Context: an optimization exercise on an open-source flow, tuned for small area, a short achievable clock period and few clock cycles per item. The choices shown serve that exercise and are no tape-out recipe. Only simulation tests tie the RTL to the original design; equivalence was not proved.

==> inputs of 12-20 <==
==> flow/design.v <==
module page_table_translate_lru_fifo_core #(
	parameter int MAX_ENTRIES = 16,
	parameter int ADDR_BITS   = 16
) (
	input  logic        clk,
	input  logic        arst_n,
	input  logic        push,
	output logic        full,
	input  logic [15:0] virtual_address,
	output logic        empty,
	input  logic        pop,
	output logic        fault,
	output logic [3:0]  frame,
	output logic [19:0] physical_address,
	input  logic        cfg_valid,
	output logic        cfg_ready,
	input  logic [1:0]  cfg_index,
	input  logic [15:0] cfg_data
);
	logic [15:0] ps_q;    
	logic [4:0]  n_q;     
	logic        pol_q;   
	logic [17:0] ps3_q;   
	assign cfg_ready = 1'b1;
	always_ff @(posedge clk or negedge arst_n) begin
		if (!arst_n) begin
			ps_q  <= 16'd256;
			n_q   <= 5'd16;
			pol_q <= 1'b0;
		end else if (cfg_valid) begin
			case (cfg_index)
				2'd0: ps_q <= (cfg_data == 16'd0) ? 16'd1 : cfg_data;
				2'd1: n_q <= (cfg_data[4:0] == 5'd0) ? 5'd1 :
				             (cfg_data[4] && (cfg_data[3:0] != 4'd0)) ? 5'd16 : cfg_data[4:0];
				2'd2: pol_q <= cfg_data[0];
				default: begin
				end
			endcase
		end
	end
	always_ff @(posedge clk) begin
		ps3_q <= {2'b00, ps_q} + {1'b0, ps_q, 1'b0};
	end
	logic [16:0] ps2;
	assign ps2 = {ps_q, 1'b0};
	logic adv;       
	logic hv_q, kv_q;
	assign adv   = !kv_q;
	assign full  = kv_q;
	assign empty = !hv_q;
	localparam logic [8:1] REGM = 8'b1111_1110;
	logic [15:0] xi [1:8], xs [1:8], xr [1:8];
	logic [15:0] qi [1:8], qs [1:8], qr [1:8];
	logic        vi [1:8], vr [1:8];
	genvar k;
	generate
		for (k = 1; k <= 8; k++) begin : g_div
			localparam int J = 16 - 2 * k;  
			localparam int W = 2 * k;       
			logic [W-1:0] t;
			logic [W:0]   d1, d2, d3;
			logic         c1, c2, c3;
			logic         z1, z2, z3;
			logic [W-1:0] nt;
			logic [1:0]   qb;
			logic [W-1:0] p3;   
			if (k == 1) begin : g_in
				assign xi[k] = virtual_address;
				assign qi[k] = 16'd0;
				assign vi[k] = push;
			end else if (REGM[k-1]) begin : g_reg
				assign xi[k] = xr[k-1];
				assign qi[k] = qr[k-1];
				assign vi[k] = vr[k-1];
			end else begin : g_comb
				assign xi[k] = xs[k-1];
				assign qi[k] = qs[k-1];
				assign vi[k] = vi[k-1];
			end
			assign t  = xi[k][15:J];
			assign z1 = (W >= 16) ? 1'b1 : (ps_q  >> W) == 16'd0;
			assign z2 = (ps2 >> W) == 17'd0;
			if (k <= 2) begin : g_z3
				assign p3 = ps_q[W-1:0] + {ps_q[W-2:0], 1'b0};
				assign z3 = (ps_q <= 16'(((1 << W) - 1) / 3));
			end else begin : g_z3r
				assign z3 = (ps3_q >> W) == 18'd0;
				assign p3 = ps3_q[W-1:0];
			end
			assign d1 = {1'b0, t} - {1'b0, ps_q[W-1:0]};
			assign d2 = {1'b0, t} - {1'b0, ps2[W-1:0]};
			assign d3 = {1'b0, t} - {1'b0, p3};
			assign c1 = z1 && !d1[W];
			assign c2 = z2 && !d2[W];
			assign c3 = z3 && !d3[W];
			assign qb = c3 ? 2'd3 : c2 ? 2'd2 : c1 ? 2'd1 : 2'd0;
			assign nt = c3 ? d3[W-1:0] : c2 ? d2[W-1:0] : c1 ? d1[W-1:0] : t;
			if (J > 0) begin : g_lo
				assign xs[k] = {nt, xi[k][J-1:0]};
			end else begin : g_last
				assign xs[k] = nt;
			end
			assign qs[k] = qi[k] | (16'(qb) << J);
			if (REGM[k]) begin : g_ff
				always_ff @(posedge clk or negedge arst_n) begin
					if (!arst_n) begin
						vr[k] <= 1'b0;
					end else if (adv) begin
						vr[k] <= vi[k];
					end
				end
				always_ff @(posedge clk) begin
					if (adv) begin
						xr[k] <= xs[k];
						qr[k] <= qs[k];
					end
				end
			end
		end
	endgenerate
	logic [15:0] e_pg [16];
	logic [3:0]  e_fr [16];
	logic [4:0]  vc_q;      
	logic [15:0] vm_q;      
	logic        ft_q;      
	logic [15:0] pre_d;
	logic        prv_d;
	logic [15:0] pre_q;
	logic        prv_q;
	logic [15:0] ugm_q;
	logic        urot_q, uwr_q;
	logic [15:0] ush, uwt;
	logic [15:0] pg_t;
	assign pg_t = qr[8];
	genvar j;
	generate
		for (j = 0; j < 16; j++) begin : g_pre
			assign pre_d[j] = (e_pg[j] == qs[8]);
		end
	endgenerate
	assign prv_d = (pg_t == qs[8]);
	logic        tp;        
	logic [15:0] eq, ge, first, top, inst, sh, wt;
	logic        hit, lru_hit, evict, install, rot;
	logic [3:0]  hf, nf;
	assign tp = adv && vr[8];
	always_comb begin
		for (int i = 0; i < 15; i++) top[i] = vm_q[i] & !vm_q[i+1];
		top[15] = vm_q[15];
		for (int i = 0; i < 15; i++) ush[i] = urot_q && ugm_q[i] && vm_q[i+1];
		ush[15] = 1'b0;
		uwt = top & {16{uwr_q}};
		for (int i = 0; i < 16; i++) begin
			if (ush[i]) eq[i] = pre_q[(i + 1) % 16];
			else if (uwt[i]) eq[i] = prv_q;
			else eq[i] = pre_q[i];
		end
		eq = eq & vm_q;
		ge[0] = eq[0];
		for (int i = 1; i < 16; i++) ge[i] = ge[i-1] | eq[i];
		first[0] = eq[0];
		for (int i = 1; i < 16; i++) first[i] = eq[i] & !ge[i-1];
		inst[0] = !vm_q[0];
		for (int i = 1; i < 16; i++) inst[i] = vm_q[i-1] & !vm_q[i];
		hit     = ge[15];
		lru_hit = hit && !pol_q;
		evict   = !hit && ft_q;
		install = !hit && !ft_q;
		rot     = lru_hit || evict;
		for (int i = 0; i < 15; i++) sh[i] = tp && vm_q[i+1] && (evict || (lru_hit && ge[i]));
		sh[15] = 1'b0;
		for (int i = 0; i < 16; i++) wt[i] = tp && ((rot && top[i]) || (install && inst[i]));
		hf = 4'd0;
		for (int i = 0; i < 16; i++) hf = hf | (first[i] ? e_fr[i] : 4'd0);
		nf = install ? vc_q[3:0] : (hit ? hf : e_fr[0]);
	end
	always_ff @(posedge clk) begin
		for (int i = 0; i < 16; i++) begin
			if (sh[i]) begin
				e_pg[i] <= e_pg[(i + 1) % 16];
				e_fr[i] <= e_fr[(i + 1) % 16];
			end else if (wt[i]) begin
				e_pg[i] <= pg_t;
				e_fr[i] <= nf;
			end
		end
	end
	logic [4:0]  vc_inc;
	logic [15:0] vm_same, vm_inc;
	assign vc_inc = vc_q + 5'd1;
	always_comb begin
		for (int i = 0; i < 16; i++) begin
			vm_same[i] = (5'(i) < vc_q)   && (5'(i) < n_q);
			vm_inc[i]  = (5'(i) < vc_inc) && (5'(i) < n_q);
		end
	end
	always_ff @(posedge clk or negedge arst_n) begin
		if (!arst_n) begin
			vc_q <= 5'd0;
			vm_q <= 16'd0;
			ft_q <= 1'b0;
		end else if (tp && install) begin
			vc_q <= vc_inc;
			vm_q <= vm_inc;
			ft_q <= (vc_inc >= n_q);
		end else begin
			vm_q <= vm_same;
			ft_q <= (vc_q >= n_q);
		end
	end
	logic        r_v_q, r_fault_q;
	logic [3:0]  r_frame_q;
	logic [15:0] r_off_q;
	always_ff @(posedge clk or negedge arst_n) begin
		if (!arst_n) begin
			r_v_q <= 1'b0;
		end else if (adv) begin
			r_v_q <= vr[8];
		end
	end
	always_ff @(posedge clk) begin
		if (adv) begin
			pre_q     <= pre_d;
			prv_q     <= prv_d;
			ugm_q     <= ge | {16{evict}};
			urot_q    <= tp && rot;
			uwr_q     <= tp && (rot || install);
			r_fault_q <= !hit;
			r_frame_q <= nf;
			r_off_q   <= xr[8];
		end
	end
	logic [19:0] phys_d;
	logic [17:0] m_lo, m_hi;
	always_comb begin
		case (r_frame_q[1:0])
			2'd0: m_lo = 18'd0;
			2'd1: m_lo = {2'b00, ps_q};
			2'd2: m_lo = {1'b0, ps2};
			default: m_lo = ps3_q;
		endcase
		case (r_frame_q[3:2])
			2'd0: m_hi = 18'd0;
			2'd1: m_hi = {2'b00, ps_q};
			2'd2: m_hi = {1'b0, ps2};
			default: m_hi = ps3_q;
		endcase
	end
	assign phys_d = r_fault_q ? 20'd0 : ({4'd0, r_off_q} + {2'd0, m_lo} + {m_hi, 2'b00});
	logic        h_fault_q, k_fault_q;
	logic [3:0]  h_frame_q, k_frame_q;
	logic [19:0] h_phys_q, k_phys_q;
	logic        rpush, hpop;
	assign rpush = adv && r_v_q;
	assign hpop  = pop && hv_q;
	always_ff @(posedge clk or negedge arst_n) begin
		if (!arst_n) begin
			hv_q <= 1'b0;
			kv_q <= 1'b0;
		end else begin
			if (hpop) begin
				hv_q <= kv_q || rpush;
				kv_q <= 1'b0;
			end else if (rpush) begin
				hv_q <= 1'b1;
				kv_q <= hv_q;
			end
		end
	end
	always_ff @(posedge clk) begin
		if (hpop && kv_q) begin
			h_fault_q <= k_fault_q;
			h_frame_q <= k_frame_q;
			h_phys_q  <= k_phys_q;
		end else if (rpush && (hpop || !hv_q)) begin
			h_fault_q <= r_fault_q;
			h_frame_q <= r_frame_q;
			h_phys_q  <= phys_d;
		end
		if (rpush && hv_q && !hpop) begin
			k_fault_q <= r_fault_q;
			k_frame_q <= r_frame_q;
			k_phys_q  <= phys_d;
		end
	end
	assign fault            = h_fault_q;
	assign frame            = h_frame_q;
	assign physical_address = h_phys_q;
endmodule
==> flow/run.sh <==
#!/bin/bash
# synth_recipe.tcl (not shown) runs the flow's synth.tcl, then flattens the netlist and writes it again
# the make line also repeats each setting of config.mk as NAME=value (left out here)
make -C /OpenROAD-flow-scripts/flow DESIGN_CONFIG=/design/flow/config.mk WORK_HOME=/design/flow/orfs CLKGATE_MAP_FILE= SYNTH_SCRIPT=/design/flow/synth_recipe.tcl finish
==> flow/config.mk <==
export PLATFORM = sky130hd
export DESIGN_NAME = page_table_translate_lru_fifo_core
export DESIGN_NICKNAME = page_table_translate_lru_fifo_core
export VERILOG_FILES = /design/flow/design.v
export SDC_FILE = /design/flow/constraint.sdc
export NUM_CORES = 4
export LEC_CHECK = 0
export ABC_CLOCK_PERIOD_IN_PS = 4000
export CAP_MARGIN = 20
export CORE_MARGIN = 2
export CORE_UTILIZATION = 55
export CTS_CLUSTER_DIAMETER = 90
export CTS_CLUSTER_SIZE = 25
export SETUP_SLACK_MARGIN = 2.7
export SLEW_MARGIN = 20
export TNS_END_PERCENT = 5
==> flow/constraint.sdc <==
create_clock -name core_clock -period 6.5 [get_ports {clk}]
set_input_delay 1.3000 -clock core_clock [delete_from_list [all_inputs] [get_ports {clk}]]
set_output_delay 1.3000 -clock core_clock [all_outputs]
set_load 0.01 [all_outputs]
==> 01-12: changes against 12-20 <==
--- a/flow/design.v
+++ b/flow/design.v
@@ -50,3 +50,3 @@
 	assign empty = !hv_q;
-	localparam logic [8:1] REGM = 8'b1111_1110;
+	localparam logic [8:1] REGM = 8'b1111_1100;
 	logic [15:0] xi [1:8], xs [1:8], xr [1:8];
@@ -82,3 +82,3 @@
 			assign z2 = (ps2 >> W) == 17'd0;
-			if (k <= 2) begin : g_z3
+			if (k <= 3) begin : g_z3
 				assign p3 = ps_q[W-1:0] + {ps_q[W-2:0], 1'b0};
@@ -129,5 +129,4 @@
 	logic        prv_q;
-	logic [15:0] ugm_q;
-	logic        urot_q, uwr_q;
-	logic [15:0] ush, uwt;
+	logic [15:0] ush_q;     
+	logic [15:0] uwt_q;     
 	logic [15:0] pg_t;
@@ -147,10 +146,5 @@
 	always_comb begin
-		for (int i = 0; i < 15; i++) top[i] = vm_q[i] & !vm_q[i+1];
-		top[15] = vm_q[15];
-		for (int i = 0; i < 15; i++) ush[i] = urot_q && ugm_q[i] && vm_q[i+1];
-		ush[15] = 1'b0;
-		uwt = top & {16{uwr_q}};
 		for (int i = 0; i < 16; i++) begin
-			if (ush[i]) eq[i] = pre_q[(i + 1) % 16];
-			else if (uwt[i]) eq[i] = prv_q;
+			if (ush_q[i]) eq[i] = pre_q[(i + 1) % 16];
+			else if (uwt_q[i]) eq[i] = prv_q;
 			else eq[i] = pre_q[i];
@@ -162,2 +156,4 @@
 		for (int i = 1; i < 16; i++) first[i] = eq[i] & !ge[i-1];
+		for (int i = 0; i < 15; i++) top[i] = vm_q[i] & !vm_q[i+1];
+		top[15] = vm_q[15];
 		inst[0] = !vm_q[0];
@@ -224,5 +220,4 @@
 			prv_q     <= prv_d;
-			ugm_q     <= ge | {16{evict}};
-			urot_q    <= tp && rot;
-			uwr_q     <= tp && (rot || install);
+			ush_q     <= sh;
+			uwt_q     <= wt;
 			r_fault_q <= !hit;
ABC_AREA = 1   (was not set)
ABC_CLOCK_PERIOD_IN_PS = not set   (was 4000)
CTS_CLUSTER_DIAMETER = not set   (was 90)
CTS_CLUSTER_SIZE = not set   (was 25)
==> 12-15: changes against 12-20 <==
--- a/flow/design.v
+++ b/flow/design.v
@@ -129,5 +129,4 @@
 	logic        prv_q;
-	logic [15:0] ugm_q;
-	logic        urot_q, uwr_q;
-	logic [15:0] ush, uwt;
+	logic [15:0] ush_q;     
+	logic [15:0] uwt_q;     
 	logic [15:0] pg_t;
@@ -147,10 +146,5 @@
 	always_comb begin
-		for (int i = 0; i < 15; i++) top[i] = vm_q[i] & !vm_q[i+1];
-		top[15] = vm_q[15];
-		for (int i = 0; i < 15; i++) ush[i] = urot_q && ugm_q[i] && vm_q[i+1];
-		ush[15] = 1'b0;
-		uwt = top & {16{uwr_q}};
 		for (int i = 0; i < 16; i++) begin
-			if (ush[i]) eq[i] = pre_q[(i + 1) % 16];
-			else if (uwt[i]) eq[i] = prv_q;
+			if (ush_q[i]) eq[i] = pre_q[(i + 1) % 16];
+			else if (uwt_q[i]) eq[i] = prv_q;
 			else eq[i] = pre_q[i];
@@ -162,2 +156,4 @@
 		for (int i = 1; i < 16; i++) first[i] = eq[i] & !ge[i-1];
+		for (int i = 0; i < 15; i++) top[i] = vm_q[i] & !vm_q[i+1];
+		top[15] = vm_q[15];
 		inst[0] = !vm_q[0];
@@ -224,5 +220,4 @@
 			prv_q     <= prv_d;
-			ugm_q     <= ge | {16{evict}};
-			urot_q    <= tp && rot;
-			uwr_q     <= tp && (rot || install);
+			ush_q     <= sh;
+			uwt_q     <= wt;
 			r_fault_q <= !hit;
SETUP_SLACK_MARGIN = 2.8   (was 2.7)
TNS_END_PERCENT = 10   (was 5)
==> 04-04: changes against 12-20 <==
--- a/flow/design.v
+++ b/flow/design.v
@@ -129,5 +129,4 @@
 	logic        prv_q;
-	logic [15:0] ugm_q;
-	logic        urot_q, uwr_q;
-	logic [15:0] ush, uwt;
+	logic [15:0] ush_q;     
+	logic [15:0] uwt_q;     
 	logic [15:0] pg_t;
@@ -147,10 +146,5 @@
 	always_comb begin
-		for (int i = 0; i < 15; i++) top[i] = vm_q[i] & !vm_q[i+1];
-		top[15] = vm_q[15];
-		for (int i = 0; i < 15; i++) ush[i] = urot_q && ugm_q[i] && vm_q[i+1];
-		ush[15] = 1'b0;
-		uwt = top & {16{uwr_q}};
 		for (int i = 0; i < 16; i++) begin
-			if (ush[i]) eq[i] = pre_q[(i + 1) % 16];
-			else if (uwt[i]) eq[i] = prv_q;
+			if (ush_q[i]) eq[i] = pre_q[(i + 1) % 16];
+			else if (uwt_q[i]) eq[i] = prv_q;
 			else eq[i] = pre_q[i];
@@ -162,2 +156,4 @@
 		for (int i = 1; i < 16; i++) first[i] = eq[i] & !ge[i-1];
+		for (int i = 0; i < 15; i++) top[i] = vm_q[i] & !vm_q[i+1];
+		top[15] = vm_q[15];
 		inst[0] = !vm_q[0];
@@ -224,5 +220,4 @@
 			prv_q     <= prv_d;
-			ugm_q     <= ge | {16{evict}};
-			urot_q    <= tp && rot;
-			uwr_q     <= tp && (rot || install);
+			ush_q     <= sh;
+			uwt_q     <= wt;
 			r_fault_q <= !hit;
CTS_CLUSTER_DIAMETER = 100   (was 90)
CTS_CLUSTER_SIZE = 30   (was 25)
==> run notes <==
Status: 12-15 timing/DRC/antenna clean; 12-20 timing/DRC/antenna clean; 01-12 timing/DRC/antenna clean; 04-04 timing/DRC/antenna clean
Clock sink count: 12-15 693; 12-20 679; 01-12 672; 04-04 693
Average instance area after synthesis: 12-15 11.50 um2; 12-20 11.46 um2; 01-12 8.412 um2; 04-04 11.50 um2
H-tree Lvls: 12-15 2; 12-20 2; 01-12 3; 04-04 1
Post-synth net total: 12-15 4208; 12-20 4217; 01-12 5625; 04-04 4208
Pin count of the biggest net entering global routing: 12-15 151; 12-20 177; 01-12 124; 04-04 67
Summed instance area of the synthesized netlist: 12-15 44330 um2; 12-20 44300 um2; 01-12 44350 um2; 04-04 44330 um2
Post-synth ARST share: 12-15 7.792%; 12-20 7.953%; 01-12 7.887%; 04-04 7.792%
GR Util met1: 12-15 37.04%; 12-20 38.44%; 01-12 41.29%; 04-04 35.43%
Worst path slowest cell: 12-15 sky130_fd_sc_hd__o22ai_1; 12-20 sky130_fd_sc_hd__edfxtp_1; 01-12 sky130_fd_sc_hd__fa_2; 04-04 sky130_fd_sc_hd__or4b_2
GP Congestion: 12-15 0.8929; 12-20 0.9311; 01-12 0.9744; 04-04 0.9168
Fin Hold WS: 12-15 0.4083 ns; 12-20 0.4117 ns; 01-12 0.4111 ns; 04-04 0.4151 ns
Wire length of the first global-routing pass: 12-15 188600 um; 12-20 188900 um; 01-12 211800 um; 04-04 183900 um
Layout Cell Area excl Fill: 12-15 49810 um2; 12-20 49970 um2; 01-12 50180 um2; 04-04 48450 um2
Basic-gate share of the synthesized area counting and, or, nand and nor cells: 12-15 10.14%; 12-20 10.47%; 01-12 23.51%; 04-04 10.14%
Global-route usage over all layers: 12-15 29.61%; 12-20 29.77%; 01-12 33.52%; 04-04 28.69%
Kind of start point of the critical path: 12-15 flip-flop; 12-20 flip-flop; 01-12 input pin; 04-04 flip-flop
Launch point of the worst path: 12-15 prv_q$_DFFE_PN_; 12-20 r_frame_q[3]$_DFFE_PN_; 01-12 virtual_address[14]; 04-04 ps_q[1]$_DFFE_PN0P_
Top sig layer: 12-15 met4; 12-20 met4; 01-12 met4; 04-04 met5
Testbench counts of 12-20, summed over its fixed seeds: cycles 8,211, items 7,251.
Testbench counts of 01-12, summed over its fixed seeds: cycles 8,131, items 7,251.
Testbench counts of 12-15, summed over its fixed seeds: cycles 8,211, items 7,251.
Testbench counts of 04-04, summed over its fixed seeds: cycles 8,211, items 7,251.

-- port drivers added, routing unchanged --
How much do the figures lean on ideal ports? The routed layouts below were timed once more, with nothing changed but the port constraints.
Step 1 (the two cells are an assumption about what drives the block):
set clk [get_ports {clk}]
set_driving_cell -lib_cell sky130_fd_sc_hd__clkbuf_16 $clk
set_driving_cell -lib_cell sky130_fd_sc_hd__buf_2 [delete_from_list [all_inputs] $clk]
Step 2 moves the port delays by t, midway between the first and last clock arrival at a register: inputs arrive t later, outputs are due t later. That takes back most of the time a late clock gives input paths.
a / b / c = ideal / step 1 / step 2; a / b = the first two.
run | shift t [ns] | setup WS [ns] | worst hold slack (ns) | worst register clock-pin slew, ns | worst data-port slew with drivers (ns)
12-20 | 0.670 | 2.350 / 2.350 / 2.209 | 0.412 / 0.412 / 0.412 | 0.11 / 0.11 | 0.05
01-12 | 0.696 | 1.580 / 1.605 / 0.909 | 0.411 / 0.411 / 0.411 | 0.07 / 0.07 | 0.05
12-15 | 0.673 | 2.506 / 2.506 / 2.091 | 0.408 / 0.408 / 0.408 | 0.11 / 0.11 | 0.10
04-04 | 0.730 | 2.592 / 2.592 / 1.952 | 0.415 / 0.415 / 0.415 | 0.12 / 0.12 | 0.11
After both steps setup and hold are still met in every run listed. For 01-12, which loses most, drivers alone change the setup slack by +0.025 ns; drivers and shift together by -0.671 ns.
